What follows belongs to an exercise in optimizing a design on an open flow for small area; a production flow would make more cautious choices. In this exercise RTL edits were held to simulation tests only and were not proved equivalent to the original. Power and IR drop assume default switching activity.

== job 6566 ==
==> flow/design.v (excerpt) <==
module timeService #(
  parameter int tickCount = 200,
  parameter int windowTol = 2,
  parameter int highTicks = 180
) (
  input  logic                              CLK,
  input  logic                              rst,
  input  timePkg::cmdOp                     cmd,
  input  logic [timePkg::timeWidth-1:0]     timeIn,
  input  logic                              ppsIn,
  output logic [timePkg::statusWidth-1:0]   statusOut,
  output logic [timePkg::controlWidth-1:0]  controlOut,
  output logic [timePkg::countWidth-1:0]    ticksPerPps,
  output logic [timePkg::timeWidth-1:0]     nowTime,
  output logic [timePkg::timeWidth-1:0]     deltaTime,
  output logic                              ppsOut
);
  localparam int cw = timePkg::countWidth;
  localparam logic [cw-1:0] minTicks = cw'(tickCount - windowTol);
  localparam logic [cw-1:0] maxTicks = cw'(tickCount + windowTol);
  localparam logic [cw-1:0] highCount = cw'(highTicks);
  localparam logic [47:0] fracInc = 48'((64'd1 << 48) / 64'(tickCount));
  logic setTime, ctlWrite, clearSticky, captureDelta;
  assign setTime = (cmd == timePkg::opSetTime);
  assign captureDelta = (cmd == timePkg::opSetDelta);
  assign ctlWrite = (cmd == timePkg::opSetControl) || (cmd == timePkg::opClear);
  assign clearSticky = (cmd == timePkg::opClear);
  logic timeSetSticky, ppsInSticky, ppsLostSticky;
  logic disablePps;
  assign disablePps = controlOut[timePkg::ctlDisablePps];
  logic syncMeta, ppsSync, prevLevel;
  logic [cw-1:0] fromRise;
  logic [cw-1:0] sinceAccept;
  logic ppsEdge, ppsAccept, ppsOk, ppsLost;
  logic [timePkg::edgeWidth-1:0] edgeCount;
  logic rawEdge, inWindow, acceptNow;
  ...
Size in the first run: ~1700 cells after synthesis, ~350 flip-flops, roughly 16000 um2 of cells after synthesis.
clock: 5.5 ns
lec_check: 0
cap_margin: 20
core_margin: 2
core_utilization: 40
slew_margin: 20
standard.sh (not shown) runs the stock make flow with config.mk's settings and CLKGATE_MAP_FILE= SYNTH_SCRIPT=/design/flow/synth_recipe.tcl, a recipe that flattens the netlist after the stock synthesis.
==> flow/flow/run.sh <==
#!/bin/bash
# The standard layout (standard.sh: standard synthesis and ORFS to finish) with two changes:
#  - each port buffer is the smallest buffer cell instead of the flow's default pick;
#  - the clock tree uses clkbuf_4 cells in clusters of at most 10 sinks within 60 um, without dummy loads.
set -euo pipefail
export BUFFER_PORTS_ARGS="-buffer_cell sky130_fd_sc_hd__buf_1"
export CTS_ARGS="-sink_clustering_enable -repair_clock_nets -dont_use_dummy_load -buf_list sky130_fd_sc_hd__clkbuf_4 -sink_clustering_size 10 -sink_clustering_max_diameter 60"
bash standard.sh finish > standard.log 2>&1
Job 6566: full flow OK, the timing, DRC and antenna checks passed
Input changes introduced in job 869 (baseline for comparison: job 6566):
# job 6566
export LEC_CHECK = 0
export CAP_MARGIN = 20
export CORE_MARGIN = 2
export CORE_UTILIZATION = 40
export SLEW_MARGIN = 20
create_clock -name core_clock -period 5.5 [get_ports {CLK}]
# job 869
export LEC_CHECK = 0
export CAP_MARGIN = 0
export CORE_MARGIN = 2
export CORE_UTILIZATION = 60
export SLEW_MARGIN = 0
create_clock -name core_clock -period 5.5 [get_ports {CLK}]
[summary]
Max area overhead of the layout relative to synthesis across job 6566 and job 869: job 6566. Job 869 vs job 6566: final critical-path required period up. In job 869, reported net switching power is lower than in job 6566. Total clock buffers created by CTS went down by a few percent going from job 6566 to job 869. Job 6566 -> job 869: leakage component of the power flat.
## Diff of input files: job 8222 against job 869
# job 869
export LEC_CHECK = 0
export CAP_MARGIN = 0
export CORE_MARGIN = 2
export CORE_UTILIZATION = 60
export SLEW_MARGIN = 0
create_clock -name core_clock -period 5.5 [get_ports {CLK}]
# job 8222
export LEC_CHECK = 0
export CAP_MARGIN = 0
export CORE_MARGIN = 2
export CORE_UTILIZATION = 40
export SLEW_MARGIN = 0
create_clock -name core_clock -period 5.5 [get_ports {CLK}]
## What came out
NOTE: final critical path time including I/O delays and setup in job 8222 falls short of that of job 869. Between job 8222 and job 869, it is job 8222 whose area growth from synthesis to final layout is higher, by 1.5 points. Every stage of the flow completed for job 8222, and the final layout passed the timing, DRC and antenna checks. Diff job 869..job 8222 | reported leakage power | negligible. Job 8222 ends up with a total number of vias that is about 1% lower than in job 869. Comparing fraction of area in multi-input gates for job 8222 and job 869, the smaller number came from job 8222. Job 8222 vs. job 869: global-route usage -6.2 points, total chip power now sits higher. Clock power grows by a few percent when moving from job 869 to job 8222. On worst-case setup slack after placement: between job 8222 and job 869, it ends up higher for job 8222.

-- what the ideal ports hide --
The results above use ideal ports. As a check the final layouts listed here were re-extracted and re-timed, cells and wires unchanged. Step 1, drivers: a clkbuf_16 drives CLK and a buf_2 each remaining input, both assumed. Step 2 also shifts input and output timing later by t, the mid clock arrival at the registers, as if the neighbouring blocks saw the same clock. Three values: ideal, step 1, step 2; two values: the first two.
| run | t, ns | setup WS [ns] | slew at the worst register clock pin (ns) |
|---|---|---|---|
| job 6566 | 0.782 | 0.946 / 0.966 / 0.184 | 0.12 / 0.12 |
| job 869 | 0.679 | 0.802 / 0.827 / 0.148 | 0.12 / 0.12 |
| job 8222 | 0.774 | 0.951 / 0.979 / 0.205 | 0.12 / 0.12 |
After both steps setup and hold are still met in every run listed. For job 6566, which loses most, drivers alone change the setup slack by +0.020 ns; drivers and shift together by -0.762 ns.
